Background: an optimization exercise with open tools, aiming at small area and a short achievable clock period. Do not read the settings as production practice.
No functional check of the RTL was part of any run shown here.
Power and IR drop assume default switching activity.

## flow/design.v (module list and top-level ports; edited modules follow where they fit)
// module fir_pre_stage: 343 lines
// module fir_fa: 11 lines
// module fir_ha: 10 lines
// module sm_out_stage: 260 lines
// module fir_filter: 3182 lines
module fir_filter
(
	input  logic        clk,
	input  logic        arst_n,  
	input  logic [15:0] x,       
	output logic [15:0] y        
);
  // ...
==> flow/run.sh <==
#!/bin/bash
# synth_recipe.tcl (not shown) runs the flow's synth.tcl, then flattens the netlist and writes it again
# the make line also repeats each setting of config.mk as NAME=value (left out here)
make -C /OpenROAD-flow-scripts/flow DESIGN_CONFIG=/design/flow/config.mk WORK_HOME=/design/flow/orfs CLKGATE_MAP_FILE= SYNTH_SCRIPT=/design/flow/synth_recipe.tcl finish
==> flow/config.mk <==
export PLATFORM = sky130hd
export DESIGN_NAME = fir_filter
export DESIGN_NICKNAME = fir_filter
export VERILOG_FILES = /design/flow/design.v
export SDC_FILE = /design/flow/constraint.sdc
export NUM_CORES = 4
export LEC_CHECK = 0
export CAP_MARGIN = 20
export CORE_MARGIN = 2
export CORE_UTILIZATION = 40
export PLACE_DENSITY = 0.6
export SLEW_MARGIN = 20
export SYNTH_HIERARCHICAL = 1
export SYNTH_MINIMUM_KEEP_SIZE = 0
==> flow/constraint.sdc <==
create_clock -name core_clock -period 12.0 [get_ports {clk}]
set_input_delay 2.4000 -clock core_clock [delete_from_list [all_inputs] [get_ports {clk}]]
set_output_delay 2.4000 -clock core_clock [all_outputs]
set_load 0.01 [all_outputs]
==> results.txt, run 1 <==
Outcome
The flow ran to the end and the layout has no timing, DRC or antenna violations.

Critical path
The maximum net fanout on the critical path is 4. On the critical path the largest part of the delay comes from adder cells. The critical path's slowest cell is sky130_fd_sc_hd__clkdlybuf4s50_1. In this design, the critical path's most frequently occurring cell is sky130_fd_sc_hd__xnor2_1. In this run the worst setup path terminates at r3r[9].

Finish
The register with the most flip-flops in the layout has 18 of them. r3r holds more flip-flops than any other register. The layout sequential cell count is 338. The non-clock buffer contribution to total cell area is 1.78%.

The multi-input gate count is 1,016.

Power and ir drop
The internal power of the cells totals ~5.0 mW. The switching power total is 3.37 mW.

Yosys
The count of state elements after synthesis is 338. Ranked by total cell area, the synthesized netlist is headed by sky130_fd_sc_hd__fa_1, sky130_fd_sc_hd__dfrtp_1, sky130_fd_sc_hd__ha_1, sky130_fd_sc_hd__dfstp_2, sky130_fd_sc_hd__inv_1. The dominant combinational cell family by area after synthesis is adder cells.

The synthesized area per cell is 15.1 um2.

Route
The aggregate routed wire length is 47,300 um. The met3 wire length is 2080 um.

Timing
Hold is met by 472 ps.

Place
At the end of routability-driven placement, the weighted congestion stood at 0.848. After detailed placement, the total cell area comes to 24,400 um2.

GRT
Entering global routing, the biggest net connects 173 pins.

Hold path
The class of the worst hold path is reg -> reg.

Clocking
TritonCTS created 39 clock buffers.
==> inputs of run 2 (changes only) <==
==> flow/flow/run.sh (new file) <==
#!/bin/bash
# Layout flow: the standard flow (standard.sh), with faster port buffers.
# The flow's port buffering picks a slow delay-cell buffer for every port; here
# buffer_ports is told to use a plain buffer instead. Everything else is standard.
set -e
cp standard.sh standard_sh_copy.log
export BUFFER_PORTS_ARGS="-buffer_cell sky130_fd_sc_hd__buf_2"
bash standard.sh > standard_run.log 2>&1
==> flow/standard.sh (new file) <==
#!/bin/bash
# synth_recipe.tcl (not shown) runs the flow's synth.tcl, then flattens the netlist and writes it again
# the make line also repeats each setting of config.mk as NAME=value (left out here)
make -C /OpenROAD-flow-scripts/flow DESIGN_CONFIG=/design/flow/config.mk WORK_HOME=/design/flow/orfs CLKGATE_MAP_FILE= SYNTH_SCRIPT=/design/flow/synth_recipe.tcl "${@:-finish}"
removed: flow/run.sh
==> run 2 against run 1 <==
  * Sequential share of layout area is 0.21 points higher
  * Count of clock-buffer cells in the layout stayed put
  * Largest power group unchanged
  * Cell count stayed put
  * Still clean on timing, DRC and antenna
  * Design area is 0.61% lower
  * Setup slack better by 370 ps
  * Synthesized area stayed put
  * Power is 0.22% higher
  * Via count is 0.33% lower
  * Critical path type is now reg -> reg
  * Clock power hardly changed
  * Register-to-register slack worse by 50 ps
  * Maximum frequency is 8.8% higher
  * Die area stayed put
==> results.txt, run 2 <==
Yosys
The leading register cell type out of synthesis is sky130_fd_sc_hd__dfrtp_1 (unchanged). The area share of the largest cell type after synthesis came to 35.5% (unchanged). The top cell type by total area after synthesis is sky130_fd_sc_hd__fa_1 (unchanged). The gate count of the mapped netlist was 1,545 (unchanged). The number of distinct library cells after synthesis is 76 (unchanged).

The yosys synthesis warning count is 7 (unchanged). The fraction of the yosys area taken by sequential cells is 36.9% (unchanged). The share of async-settable or async-resettable flops after synthesis is 100% (unchanged). The post-synth design cell area is 23,300 um2 (unchanged). Largest cells by area after synthesis: sky130_fd_sc_hd__fa_1, sky130_fd_sc_hd__dfrtp_1, sky130_fd_sc_hd__ha_1, sky130_fd_sc_hd__dfstp_2, sky130_fd_sc_hd__inv_1 (unchanged).

The most used standard cell by instance count after synthesis was sky130_fd_sc_hd__fa_1 (unchanged). The number of enable-type register cells in the synthesized netlist was 0 (unchanged). Commonest cells in the synthesized netlist: sky130_fd_sc_hd__fa_1, sky130_fd_sc_hd__ha_1, sky130_fd_sc_hd__dfrtp_1 (unchanged). The count of state elements after synthesis is 338 (unchanged). The synthesized area per cell came to 15.1 um2 (unchanged).

Timing
The total setup violations reported at the end of the flow is 0 (unchanged). The maximum frequency from static timing analysis is 0.236 GHz (was 0.217 GHz). The setup skew after layout came to 23.0 ps (was 16.6 ps). The time the worst path needs with I/O delays and setup is 4250 ps (was 4620 ps). The worst slew margin relative to its limit is 29.4% (was 40.4%). Setup repair after global routing missed its margin: no (unchanged). The final-layout setup total negative slack is 0 ps (unchanged).

The final clock period utilization by the worst path came to 35.4% (was 38.5%). The final-report max-slew violation count was 0 (unchanged). The final-report hold violation count is 0 (unchanged). The measured slew at the worst slew-check pin came to 1060 ps (was 895 ps).

Power and ir drop
The switching power total is 3.40 mW (was 3.37 mW). The fraction of power consumed by combinational cells is 56.8% (was 57.1%). The switching power as a share of total power is 40.7% (was 40.4%). The leakage power summed over all cells is 11.4 nW (about the same). The power per cell area is 327 nW/um2 (was 325 nW/um2). The share of power burned in the clock network is 14.8% (was 14.6%). The peak supply drop is 0.124 mV (was 0.126 mV). The sequential power share came to 28.4% (was 28.3%). The internal portion of total power is 4.95 mW (was 4.97 mW).

Critical path
The type of the worst setup path is reg -> reg (was in -> reg). The most frequent cell on the critical path is sky130_fd_sc_hd__fa_1 (was sky130_fd_sc_hd__xnor2_1). The endpoint required time on the critical path is 12,490 ps (was 12,400 ps). The arrival time at the worst endpoint is 4730 ps (was 5020 ps).

The worst setup path startpoint is vr[11] (was x[4]). The path depth of the worst reg2reg path is 9 (unchanged). The delay contributed by the slowest stage of the critical path is 630 ps (was 510 ps).

The startpoint of the lowest-slack register-to-register path is vr[11] (was vr[12]). The critical path's slowest cell is sky130_fd_sc_hd__dfrtp_1 (was sky130_fd_sc_hd__clkdlybuf4s50_1). The slack of the worst reg-to-reg path is 7750 ps (was 7800 ps).

The endpoint of the most critical setup path is zs10[5] (was r3r[9]). The startpoint class of the critical path is a flip-flop (was primary input). The maximum net fanout on the critical path came to 8 (was 4). The capture instance of the worst register-to-register path is zs10[5] (was zs10[2]). Ordered cell list for the critical path: inv_1, fa_1, fa_1, fa_1, inv_1, fa_1, fa_1, fa_1, fa_1 (was clkdlybuf4s50_1, ha_1, and2_4, a221oi_2, nand2_1, a21oi_1, o21bai_1, fa_1, xnor2_1, xnor2_1).

The type of element capturing the critical path was a flip-flop (unchanged).

Route
The number of design rule violations left after detail routing is 0 (unchanged). The via density per instance is 5.01 (was 5.03). The number of vias in the routed layout is 11,900 (was 12,000). The aggregate routed wire length is 48,400 um (was 47,300 um). The routed length per placed instance is 20.3 um (was 19.9 um).

The residual antenna-violating net count after detailed routing is 0 (unchanged). The first-pass iteration count of the detailed router is 5 (was 7). The number of DRC violations after detailed-routing iteration 0 is 653 (was 605).

Clocking
The post-cts resize count is 0 (unchanged). The post-CTS setup-driven buffer insertion count is 0 (unchanged). The insertion delay of the later-clocked pin in the worst-skew pair came to 560 ps (about the same). The CTS tree is built (unchanged). The number of buffers created by CTS is 39 (unchanged). The sink count of the clock tree is 338 (unchanged).

The cell chosen for the clock root is sky130_fd_sc_hd__clkbuf_16 (unchanged). The number of hold-repair buffers added at the cts stage came to 0 (unchanged). The maximum number of buffers from clock root to sink came to 3 (unchanged). The clock input transition at the sequential cells of the worst setup and hold paths is 60 ps (about the same). The H-tree depth reported by CTS is 2 (unchanged).

GRT
The first-pass GRT wire length is 78,700 um (was 77,000 um). The pin count of the biggest net entering global routing is 166 (was 173). The initial antenna violation count is 1 (was 0).

The final global-route overflow total is 0 (unchanged). The total global-route track usage was 17.3% (was 16.9%). The number of global-route vias before repair was 13,900 (about the same).

Die
The number of ports placed on the die boundary is 34 (unchanged). The number of cell rows is 88 (unchanged). The initial core utilization came to 40.4% (unchanged). The standard cell core area is 57,700 um2 (unchanged).

The vertical extent of the die is 245 um (unchanged). The die span in x is 245 um (unchanged). The die area is 60,300 um2 (unchanged).

Finish
The largest register by flop count is r3r (unchanged). The share of the core filled with cells in the final layout is 44.2% (was 44.5%). The most common cell after layout, fill and taps aside is sky130_fd_sc_hd__fa_1 (unchanged). The flip-flop count of the largest register after layout is 18 (unchanged).

Top library cells by usage in the layout, fill and taps aside: sky130_fd_sc_hd__fa_1, sky130_fd_sc_hd__ha_1, sky130_fd_sc_hd__dfrtp_1 (unchanged). The share of cells above drive strength 1 was 15.4% (was 13.4%). The layout-stage area growth over the synthesis result is 9.44% (was 10.1%). The number of antenna cells inserted is 0 (unchanged). Registers with the highest flip-flop counts: r3r (18), vr (16) (unchanged).

The net total in the final layout is 2,262 (unchanged).

Place
The sum of net half-perimeters after detailed placement is 36,000 um (was 35,500 um). The final estimated routing congestion in global placement is 0.847 (was 0.848). The count of port buffers added during placement came to 32 (unchanged).

Job
The number of max-cap violations is 0 (unchanged).

Hold path
The class of the worst hold path was reg -> reg (unchanged).

Outcome
Outcome: finished clean (unchanged).
-- run 2: cell counts after synthesis --
No cell type changed its count.
-- run 2: modules after synthesis (local to each module, per instance) --
module	cell area [um2]	copies in the design
sm_out_stage	960	1
fir_pre_stage	1150	1
fir_filter	10600	1
fir_fa	20.0	411
fir_ha	12.5	191
-- run 2: kinds of logic after synthesis --
group                    share of synthesized area (%)
AO/OA/AOI/OAI                                     5.13
adder cells (fa/ha/maj)                           49.5
flip-flops                                        36.9
XOR/XNOR                                          2.33
AND/OR/NAND/NOR                                   2.09
buffers and inverters                             4.05
other                                           0.0322
multiplexers                                    0.0429
-- run 2: final cells by class --
| cell class | instances | area (um2) |
|---|---|---|
| Clock buffer | 60 | 1140 |
| Clock inverter | 11 | 180 |
| Fill cell | 5072 | 32200 |
| Inverter | 140 | 539 |
| Multi-Input combinational cell | 1016 | 13800 |
| Sequential cell | 338 | 8600 |
| Tap cell | 765 | 957 |
| Timing Repair Buffer | 48 | 303 |
-- run 2: critical path: cells and delay by family (launching register included) --
kind	cells	cell delay [ps]
adder cells (fa/ha/maj)	7	3120
buffers and inverters	2	440
flip-flops	1	630
-- run 2: power groups by stage --
| stage | combinational [mW] | sequential (mW) | clock [mW] |
|---|---|---|---|
| 6_report | 4.75 | 2.37 | 1.23 |
| 4_1_cts | 4.88 | 2.38 | 1.27 |
| 3_5_place_dp | 4.78 | 2.39 | 0 |
| 2_1_floorplan | 3.57 | 2.29 | 0 |
| 3_3_place_gp | 4.60 | 2.39 | 0 |
| 5_1_grt | 5.57 | 2.44 | 1.32 |
-- run 2: routing by layer --
layer  wire, um  vias to the layer above  part of all wire, %  global-route usage (%)
met5          0                        -                    0                       0
met4       1460                        0                  3.0                    5.79
met3       2150                       92                  4.4                    2.75
met2      23300                      257                   48                    27.7
met1      21500                     6430                   44                    24.1
li1           -                     5135                    -                       -
-- run 2: worst min-delay path by stage --
stage | start | to | cells past startpoint
2_1_floorplan | zc1[4] | zs0[12] | 1
3_3_place_gp | zc12[4] | zs11[12] | 1
3_5_place_dp | zc3[4] | zs2[12] | 1
4_1_cts | zc3[4] | zs2[12] | 1
5_1_grt | zc3[4] | zs2[12] | 1
6_report | zc3[4] | zs2[12] | 1
-- run 2: stage by stage --
| step | cells | hold WS [ps] | power [mW] | instance area [um2] | setup slack [ps] |
|---|---|---|---|---|---|
| floorplan | 1551 | 443 | 5.86 | 23300 | 7520 |
| global placement | 2307 | 457 | 6.99 | 24200 | 7340 |
| detailed placement | 2307 | 455 | 7.17 | 24200 | 7300 |
| CTS | 2378 | 462 | 8.53 | 25500 | 7720 |
| global route | 2378 | 476 | 9.33 | 25500 | 7590 |
| finish | 2378 | 466 | 8.35 | 25500 | 7750 |
==> inputs of run 3 (changes only) <==
--- a/flow/config.mk
+++ b/flow/config.mk
@@ -5,10 +5,10 @@
 export SDC_FILE = /design/flow/constraint.sdc
 export NUM_CORES = 4
 export LEC_CHECK = 0
-export CAP_MARGIN = 20
+export CAP_MARGIN = 50
 export CORE_MARGIN = 2
 export CORE_UTILIZATION = 40
 export PLACE_DENSITY = 0.6
-export SLEW_MARGIN = 20
+export SLEW_MARGIN = 80
 export SYNTH_HIERARCHICAL = 1
 export SYNTH_MINIMUM_KEEP_SIZE = 0
==> run 3 against run 2 <==
  * Critical endpoint is now r3r[9]
  * Highest routed layer unchanged
  * Maximum frequency fell by 0.75%
  * Critical path type is now in -> reg
  * Flip-flop and latch count unchanged
  * Still clean on timing, DRC and antenna
  * Core utilization up 1.2 points
==> results.txt, run 3 <==
Yosys
The post-synthesis share of cell area spent on xor and xnor gates was 2.33% (unchanged). The post-synth design cell area came to 23,300 um2 (unchanged). Largest cells by area after synthesis: sky130_fd_sc_hd__fa_1, sky130_fd_sc_hd__dfrtp_1, sky130_fd_sc_hd__ha_1, sky130_fd_sc_hd__dfstp_2, sky130_fd_sc_hd__inv_1 (unchanged).

The number of distinct library cells after synthesis was 76 (unchanged). The dominant combinational cell family by area after synthesis is adder cells (unchanged). The area share of fa/ha/maj cells after synthesis is 49.5% (unchanged).

Commonest cells in the synthesized netlist: sky130_fd_sc_hd__fa_1, sky130_fd_sc_hd__ha_1, sky130_fd_sc_hd__dfrtp_1 (unchanged). The gate count of the mapped netlist is 1,545 (unchanged). The fraction of the mapped netlist area in compound gates came to 5.13% (unchanged). The synthesized area per cell is 15.1 um2 (unchanged). The fraction of synthesized area in multiplexers is 0.0429% (unchanged).

The number of enable-type register cells in the synthesized netlist is 0 (unchanged). The most used standard cell by instance count after synthesis is sky130_fd_sc_hd__fa_1 (unchanged). The share of async-settable or async-resettable flops after synthesis came to 100% (unchanged).

The leading register cell type out of synthesis was sky130_fd_sc_hd__dfrtp_1 (unchanged). The area share of the largest cell type after synthesis is 35.5% (unchanged). The count of state elements after synthesis is 338 (unchanged). The fraction of the yosys area taken by sequential cells is 36.9% (unchanged).

The fraction of the mapped netlist area in simple logic gates was 2.09% (unchanged). The top cell type by total area after synthesis is sky130_fd_sc_hd__fa_1 (unchanged). The yosys synthesis warning count is 7 (unchanged).

Critical path
The worst setup path startpoint is x[4] (was vr[11]). The maximum net fanout on the critical path is 4 (was 8). The type of the worst setup path is in -> reg (was reg -> reg). The startpoint of the lowest-slack register-to-register path is vr[11] (unchanged). The most frequent cell on the critical path was sky130_fd_sc_hd__xnor2_1 (was sky130_fd_sc_hd__fa_1). The type of element capturing the critical path is a flip-flop (unchanged). Ordered cell list for the critical path: buf_2, ha_1, and2_4, a221oi_2, clkbuf_1, buf_1, nand2_1, a21oi_1, o21bai_1, fa_1, xnor2_1, xnor2_1 (was inv_1, fa_1, fa_1, fa_1, inv_1, fa_1, fa_1, fa_1, fa_1). The delay contributed by the slowest stage of the critical path was 380 ps (was 630 ps).

The endpoint required time on the critical path is 12,490 ps (about the same). The startpoint class of the critical path is a primary input (was flip-flop). The arrival time at the worst endpoint is 4760 ps (was 4730 ps). The critical path's slowest cell is sky130_fd_sc_hd__fa_1 (was sky130_fd_sc_hd__dfrtp_1).

Die
The number of cell rows was 88 (unchanged). The die span in x came to 245 um (unchanged). The standard cell core area is 57,700 um2 (unchanged).

The die area is 60,300 um2 (unchanged). The vertical extent of the die came to 245 um (unchanged). The initial core utilization came to 40.4% (unchanged). The number of ports placed on the die boundary came to 34 (unchanged).

Route
The routed length per placed instance is 20.4 um (was 20.3 um). The number of DRC violations after detailed-routing iteration 0 is 561 (was 653). The via density per instance is 5.02 (was 5.01). The number of vias in the routed layout was 12,100 (was 11,900).

The number of design rule violations left after detail routing was 0 (unchanged). The first-pass iteration count of the detailed router is 5 (unchanged). The aggregate routed wire length is 49,200 um (was 48,400 um). The residual antenna-violating net count after detailed routing is 0 (unchanged).

Finish
Registers with the highest flip-flop counts: r3r (18), vr (16) (unchanged). The non-filler instance count after layout is 2,407 (was 2,378). The net total in the final layout is 2,291 (was 2,262). Top library cells by usage in the layout, fill and taps aside: sky130_fd_sc_hd__fa_1, sky130_fd_sc_hd__ha_1, sky130_fd_sc_hd__dfrtp_1 (unchanged). The filler cell count is 5,034 (was 5,072).

The largest register by flop count is r3r (unchanged). The number of antenna cells inserted came to 0 (unchanged). The share of cells above drive strength 1 is 20.6% (was 15.4%). The flip-flop count of the largest register after layout came to 18 (unchanged). The design area was 26,200 um2 (was 25,500 um2).

The most common cell after layout, fill and taps aside was sky130_fd_sc_hd__fa_1 (unchanged). The layout-stage area growth over the synthesis result came to 12.4% (was 9.44%).

Timing
The final-layout setup total negative slack is 0 ps (unchanged). The setup skew after layout came to 27.4 ps (was 23.0 ps). The final-report hold violation count was 0 (unchanged). The total setup violations reported at the end of the flow is 0 (unchanged).

The final clock period utilization by the worst path is 35.7% (was 35.4%). The time the worst path needs with I/O delays and setup is 4280 ps (was 4250 ps). The final worst setup slack is 7720 ps (was 7750 ps). Setup repair after global routing missed its margin: no (unchanged).

The worst hold slack is 471 ps (was 466 ps). The maximum frequency from static timing analysis was 0.234 GHz (was 0.236 GHz). The final-report max-slew violation count is 0 (unchanged).

GRT
The total global-route track usage is 17.6% (was 17.3%). The met2 routing resource usage after global routing is 29.2% (was 27.7%). The initial antenna violation count is 0 (was 1). The pin count of the biggest net entering global routing is 37 (was 166). The global routing usage on met3 is 2.58% (was 2.75%). The number of global-route vias before repair came to 14,200 (was 13,900). The final global-route overflow total is 0 (unchanged).

The routing layer with the top usage in global route was met2 (unchanged). The first-pass GRT wire length is 80,200 um (was 78,700 um). The fraction of met1 tracks used by global routing was 24.3% (was 24.1%).

Clocking
The clock input transition at the sequential cells of the worst setup and hold paths is 60 ps (about the same). The maximum number of buffers from clock root to sink came to 3 (unchanged). The cell chosen for the clock root is sky130_fd_sc_hd__clkbuf_16 (unchanged). The CTS tree is built (unchanged). The number of buffers created by CTS was 39 (unchanged). The H-tree depth reported by CTS is 2 (unchanged). The number of hold-repair buffers added at the cts stage came to 0 (unchanged). The insertion delay of the later-clocked pin in the worst-skew pair is 570 ps (was 560 ps). The post-CTS setup-driven buffer insertion count is 0 (unchanged). The post-cts resize count came to 0 (unchanged). The sink count of the clock tree is 338 (unchanged).

Place
The minimum setup slack after placement is 7250 ps (was 7300 ps). The total placed cells including tap cells is 2,333 (was 2,307). The cell area reported after detailed placement is 24,900 um2 (was 24,200 um2). The final estimated routing congestion in global placement is 0.847 (unchanged).

The sum of net half-perimeters after detailed placement is 37,700 um (was 36,000 um). The count of port buffers added during placement was 32 (unchanged).

Hold path
The startpoint of the worst hold path is zc12[4] (was zc3[4]). The class of the worst hold path is reg -> reg (unchanged).

Outcome
Outcome: finished clean (unchanged).

Power and ir drop
The power per cell area came to 323 nW/um2 (was 327 nW/um2). The leakage power summed over all cells is 11.5 nW (was 11.4 nW). The peak supply drop is 0.137 mV (was 0.124 mV).

Job
The number of max-cap violations is 0 (unchanged).
## run 3: cell counts after synthesis
Identical to the previous run, type by type.
## run 3: cell type report
| class | count | area (um2) | share of cell area, % |
|---|---|---|---|
| multi-input combinational | 1016 | 14000 | 53.4 |
| clock buffer | 57 | 1110 | 4.25 |
| sequential | 338 | 8670 | 33.1 |
| tap | 765 | 957 | 3.65 |
| inverter | 140 | 559 | 2.13 |
| clock inverter | 14 | 141 | 0.539 |
| timing repair buffer | 77 | 785 | 2.99 |
## run 3: modules after synthesis, one instance, submodules excluded
module / copies in the design / area [um2]
fir_fa: 411 / 20.0
fir_filter: 1 / 10600
fir_ha: 191 / 12.5
fir_pre_stage: 1 / 1150
sm_out_stage: 1 / 960
## run 3: worst max-delay path: cells and delay by family
kind | cells | cell delay (ps)
fa+ha+maj | 2 | 730
buf+inv | 3 | 480
simple gates | 2 | 260
compound gates | 3 | 570
xor+xnor | 2 | 320
## run 3: power by group
| group | leakage [nW] | switching [mW] | internal (mW) | total, mW |
|---|---|---|---|---|
| clock | 0.617 | 0.495 | 0.672 | 1.17 |
| sequential | 3.83 | 0.368 | 2.01 | 2.38 |
| combinational | 7.09 | 2.62 | 2.29 | 4.91 |
| total | 11.5 | 3.49 | 4.97 | 8.46 |
## run 3: cell families (layout without fill, tap and decap cells)
family / count (synthesis) / after routing
fa+ha+maj: 676 / 676
xor+xnor: 62 / 62
flops: 338 / 338
simple gates: 100 / 100
buf+inv: 197 / 288
other cells: 2 / 8
mux: 1 / 1
compound gates: 169 / 169
## run 3: final timing paths
path	to	depth (start not counted)	slack, ps
min	zs11[12]	1	470
max	r3r[9]	12	7720
min in group asynchronous	zs13[14]	1	1650
max in group asynchronous	zs13[3]	5	9220
max reg2reg	zs10[2]	10	8020
min reg2reg	zs11[12]	1	470
## run 3: through the flow
stage | utilization [%] | power (mW)
2_1_floorplan | - | 5.86
3_3_place_gp | 41.9 | 6.99
3_5_place_dp | 43.1 | 7.33
4_1_cts | 45.3 | 8.64
5_1_grt | 45.4 | 9.43
6_report | 45.4 | 8.46
## run 3: metal layers
metal	up-vias	wire length (um)
met5	-	0
met4	0	920
met3	62	1840
met2	212	24600
met1	6610	21800
li1	5205	-

[afterwards: timing with drivers on the ports]
The flow's constraints put no driver on any port. The routed layouts listed below were extracted and timed again, unchanged, in two steps.
Step 1: set_driving_cell puts a clkbuf_16 on clk and a buf_2 on each other input, an assumption about the parent block.
Step 2 moves the port delays by t, midway between the first and last clock arrival at a register: inputs arrive t later, outputs are due t later. That takes back most of the time a late clock gives input paths.
a / b / c = ideal / step 1 / step 2; a / b = the first two.
| run | t (ns) | slack for setup (ns) | worst hold slack (ns) | clock arrival spread, ns | worst register clock-pin slew, ns |
|---|---|---|---|---|---|
| run 1 | 0.607 | 7.382 / 7.414 / 6.806 | 0.472 / 0.472 / 0.472 | 0.017 / 0.017 | 0.06 / 0.06 |
| run 2 | 0.603 | 7.754 / 7.754 / 7.294 | 0.466 / 0.466 / 0.466 | 0.024 / 0.024 | 0.07 / 0.07 |
| run 3 | 0.611 | 7.722 / 7.747 / 7.135 | 0.471 / 0.471 / 0.471 | 0.029 / 0.029 | 0.06 / 0.06 |
After both steps setup and hold are still met in every run listed. The setup slack of run 3, which loses most, moves by +0.025 ns with the drivers and by -0.587 ns with both steps.
